This design comes from an exercise in tuning for small area and a short achievable clock period on the open sky130 flow, not from production work. In this exercise RTL edits were held to simulation tests only and were not proved equivalent to the original. Power figures rest on the tool's default switching activity, not on a simulated workload.

==> flow/design.v <==
module inst_rom_resp #(
  parameter int          DEPTH     = 64,
  parameter logic [31:0] NOP_INSTR = 32'h0000_0013
) (
  input  logic        clk_i_ROM,
  input  logic        reset_i_ROM,
  input  logic        chip_enable_i_ROM,
  input  logic [31:0] pc_addr_i_ROM,
  input  logic        load_en_i_ROM,
  input  logic [31:0] load_addr_i_ROM,
  input  logic [31:0] load_data_i_ROM,
  output logic [31:0] inst_o_ROM,
  output logic        inst_valid_o_ROM,
  output logic        addr_fault_o_ROM,
  output logic        load_err_o_ROM,
  output logic [15:0] fetch_cnt_o_ROM,
  output logic [1:0]  state_o_ROM
);
  localparam int AW = (DEPTH > 1) ? $clog2(DEPTH) : 1;
  logic [1:0]             state;
  logic [DEPTH-1:0][31:0] mem;
  logic en;
  logic pc_in_range, ld_in_range;
  logic active, fetch_ok, fetch_oob, fetch_nop, load_ok, load_bad;
  assign en = chip_enable_i_ROM;
  assign pc_in_range = ~|pc_addr_i_ROM[31:AW];
  assign ld_in_range = ~|load_addr_i_ROM[31:AW];
  assign active    = ~state[1];
  assign fetch_ok  = en & active & pc_in_range;
  assign fetch_oob = en & active & ~pc_in_range;
  assign fetch_nop = en & (state == 2'd2);
  assign load_ok  = load_en_i_ROM & (state == 2'd0) & ~en & ld_in_range;
  assign load_bad = load_en_i_ROM & ~load_ok;
  logic          wr_pend;
  logic [AW-1:0] wr_addr;
  logic [31:0]   wr_data;
  logic [7:0]    wr_hi, wr_lo;
  always_ff @(posedge clk_i_ROM) begin
    wr_pend <= reset_i_ROM & load_ok;
    wr_addr <= load_addr_i_ROM[AW-1:0];
    wr_data <= load_data_i_ROM;
    for (int i = 0; i < 8; i++) begin
      wr_hi[i] <= reset_i_ROM & load_ok & (load_addr_i_ROM[5:3] == 3'(i));
      wr_lo[i] <= (load_addr_i_ROM[2:0] == 3'(i));
    end
  end
  logic [DEPTH-1:0] we, hold;
  always_comb begin
    for (int i = 0; i < DEPTH; i++) begin
      we[i]   = wr_hi[i/8] & wr_lo[i%8];
      hold[i] = ~(wr_hi[i/8] & wr_lo[i%8]);
    end
  end
  logic wr_hit;
  assign wr_hit = wr_pend & (pc_addr_i_ROM[AW-1:0] == wr_addr);
  logic [7:0] rhi_n, rlo_n;
  always_comb begin
    for (int i = 0; i < 8; i++) begin
      rhi_n[i] = ~(pc_addr_i_ROM[5:3] == 3'(i));
      rlo_n[i] = ~(pc_addr_i_ROM[2:0] == 3'(i));
    end
  end
  logic [63:0] rhalf;    
  for (genvar g = 0; g < 4; g++) begin : g_rgrp
    logic [8*DEPTH-1:0] cols;
    for (genvar i = 0; i < DEPTH; i++) begin : g_w
      assign cols[8*i+:8] = mem[i][8*g+:8];
    end
    inst_rom_rdgrp u_grp (.hi_n_i(rhi_n), .lo_n_i(rlo_n), .d_i(cols), .y_o(rhalf[16*g+:16]));
  end
  logic        rd_take;
  logic [31:0] inst_other, inst_nxt;
  assign rd_take = reset_i_ROM & fetch_ok & ~wr_hit;
  always_comb begin
    if (!reset_i_ROM)                inst_other = '0;
    else if (fetch_ok)               inst_other = wr_hit ? wr_data : '0;
    else if (fetch_oob || fetch_nop) inst_other = NOP_INSTR;
    else                             inst_other = inst_o_ROM;
  end
  for (genvar b = 0; b < 32; b++) begin : g_onxt
    inst_rom_ao221 u (.a_i(rd_take), .h0_i(rhalf[2*b]), .h1_i(rhalf[2*b+1]), .c_i(inst_other[b]), .y_o(inst_nxt[b]));
  end
  always_ff @(posedge clk_i_ROM) begin
    inst_o_ROM <= inst_nxt;
    if (!reset_i_ROM) begin
      state            <= 2'd0;
      inst_valid_o_ROM <= 1'b0;
      addr_fault_o_ROM <= 1'b0;
      load_err_o_ROM   <= 1'b0;
      fetch_cnt_o_ROM  <= '0;
    end else begin
      case (state)
        2'd0:    state <= en ? 2'd1 : 2'd0;
        2'd1:    state <= !en ? 2'd0 : (pc_in_range ? 2'd1 : 2'd2);
        2'd2:    state <= en ? 2'd2 : 2'd0;
        default: state <= 2'd0;
      endcase
      inst_valid_o_ROM <= en & (state != 2'd3);
      addr_fault_o_ROM <= fetch_oob;
      load_err_o_ROM   <= load_bad;
      if (fetch_ok && fetch_cnt_o_ROM != 16'hFFFF)
        fetch_cnt_o_ROM <= fetch_cnt_o_ROM + 16'd1;
    end
  end
  inst_rom_array #(.DEPTH(DEPTH)) u_array (
    .clk_i  (clk_i_ROM),
    .we_i   (we),
    .hold_i (hold),
    .d_i    (wr_data),
    .mem_o  (mem)
  );
  assign state_o_ROM = state;
endmodule
module inst_rom_array #(
  parameter int DEPTH = 64
) (
  input  logic                   clk_i,
  input  logic [DEPTH-1:0]       we_i,
  input  logic [DEPTH-1:0]       hold_i,
  input  logic [31:0]            d_i,
  output logic [DEPTH-1:0][31:0] mem_o
);
  for (genvar w = 0; w < DEPTH; w++) begin : g_word
    for (genvar b = 0; b < 32; b++) begin : g_bit
      inst_rom_bit u_bit (
        .clk_i (clk_i),
        .we_i  (we_i[w]),
        .hold_i(hold_i[w]),
        .d_i   (d_i[b]),
        .q_o   (mem_o[w][b])
      );
    end
  end
endmodule
module inst_rom_bit (
  input  logic clk_i,
  input  logic we_i,
  input  logic hold_i,
  input  logic d_i,
  output logic q_o
);
  always_ff @(posedge clk_i)
    q_o <= (q_o | we_i) & (hold_i | d_i);
endmodule
module inst_rom_rdgrp (
  input  logic [7:0]       hi_n_i,
  input  logic [7:0]       lo_n_i,
  input  logic [511:0]     d_i,    
  output logic [15:0]      y_o     
);
  logic [63:0] sel;
  for (genvar w = 0; w < 64; w++) begin : g_sel
    inst_rom_nor2 u (.a_i(hi_n_i[w/8]), .b_i(lo_n_i[w%8]), .y_o(sel[w]));
  end
  for (genvar b = 0; b < 8; b++) begin : g_col
    logic [63:0] col;
    for (genvar w = 0; w < 64; w++) begin : g_w
      assign col[w] = d_i[8*w+b];
    end
    inst_rom_rdcol u_col (.sel_i(sel), .d_i(col), .y_o(y_o[2*b+:2]));
  end
endmodule
module inst_rom_rdcol (
  input  logic [63:0] sel_i,
  input  logic [63:0] d_i,
  output logic [1:0]  y_o
);
  logic [7:0]  l2;
  logic [3:0]  l3_n;
  for (genvar i = 0; i < 8; i++) begin : g_l2
    inst_rom_rd8 u (.sel_i(sel_i[8*i+:8]), .d_i(d_i[8*i+:8]), .y_o(l2[i]));
  end
  for (genvar i = 0; i < 4; i++) begin : g_l3
    inst_rom_nor2 u (.a_i(l2[2*i]), .b_i(l2[2*i+1]), .y_o(l3_n[i]));
  end
  for (genvar i = 0; i < 2; i++) begin : g_l4
    inst_rom_nand2 u (.a_i(l3_n[2*i]), .b_i(l3_n[2*i+1]), .y_o(y_o[i]));
  end
endmodule
module inst_rom_rd8 (
  input  logic [7:0] sel_i,
  input  logic [7:0] d_i,
  output logic       y_o
);
  logic [3:0] p_n;
  for (genvar i = 0; i < 4; i++) begin : g_p
    assign p_n[i] = ~((sel_i[2*i] & d_i[2*i]) | (sel_i[2*i+1] & d_i[2*i+1]));
  end
  assign y_o = ~&p_n;
endmodule
module inst_rom_nor2 (
  input  logic a_i, b_i,
  output logic y_o
);
  assign y_o = ~(a_i | b_i);
endmodule
module inst_rom_nand2 (
  input  logic a_i, b_i,
  output logic y_o
);
  assign y_o = ~(a_i & b_i);
endmodule
module inst_rom_ao221 (
  input  logic a_i, h0_i, h1_i, c_i,
  output logic y_o
);
  assign y_o = (a_i & h0_i) | (a_i & h1_i) | c_i;
endmodule
clock: 3.3 ns
lec_check: 0
cap_margin: 20
core_margin: 2
core_utilization: 40
cts_cluster_diameter: 100
cts_cluster_size: 28
setup_slack_margin: 1.1
slew_margin: 20
synth_hierarchical: 1
synth_minimum_keep_size: 0
standard.sh (not shown) runs the stock make flow with config.mk's settings and CLKGATE_MAP_FILE= SYNTH_SCRIPT=/design/flow/synth_recipe.tcl, a recipe that flattens the netlist after the stock synthesis.
==> flow/flow/run.sh <==
#!/bin/bash
# The standard layout, with two changes: ports get buf_2 buffers instead of the
# smallest (slow delay) buffer, and timing repair may swap a cell for one of
# another footprint. Each step's full output goes to a log file here.
set -euo pipefail
bash standard.sh synth > synth.log 2>&1
bash standard.sh finish MATCH_CELL_FOOTPRINT=0 \
  "BUFFER_PORTS_ARGS=-buffer_cell sky130_fd_sc_hd__buf_2" > layout.log 2>&1
Change:
==> flow/flow/run.sh (replaced) <==
#!/bin/bash
# The standard layout, with two changes: ports get buf_4 buffers instead of the
# smallest (slow delay) buffer, and timing repair may swap a cell for one of
# another footprint. Each step's full output goes to a log file here.
set -euo pipefail
bash standard.sh synth > synth.log 2>&1
bash standard.sh finish MATCH_CELL_FOOTPRINT=0 \
  "BUFFER_PORTS_ARGS=-buffer_cell sky130_fd_sc_hd__buf_4" > layout.log 2>&1
- CTS_CLUSTER_SIZE: 28 -> 30
- PLACE_DENSITY: unset -> 0.7
=> Wire length decreases by a few percent. Sequential power is about the same. Setup slack is worse by 0.10 ns. Via count grows slightly. Fmax drops by a few percent.

afterwards: timing with drivers on the ports:
Ports are ideal in the flow. The routed layouts listed here were re-timed in OpenROAD. Step 1 assumes that a clkbuf_16 drives the clock port and a buf_2 every other input. Step 2 times the ports against the registers' clock, not the clock port: input delays grow and output delays shrink by t, the midpoint of the rising clock arrivals with the driver on. Three values: no drivers, after step 1, after step 2; two values: the first two.
run	shift t [ns]	setup WS [ns]	worst hold slack (ns)	worst setup path at the end	latest minus earliest clock arrival (ns)
the first run	0.840	1.027 / 1.065 / 0.245	0.133 / 0.067 / 0.482	input to register	0.073 / 0.073
the second run	0.836	0.923 / 0.880 / 0.045	0.036 / -0.028 / 0.481	input to register	0.053 / 0.053
After both steps every run listed still meets setup and hold. The setup slack of the second run, which loses most, moves by -0.043 ns with the drivers and by -0.878 ns with both steps.
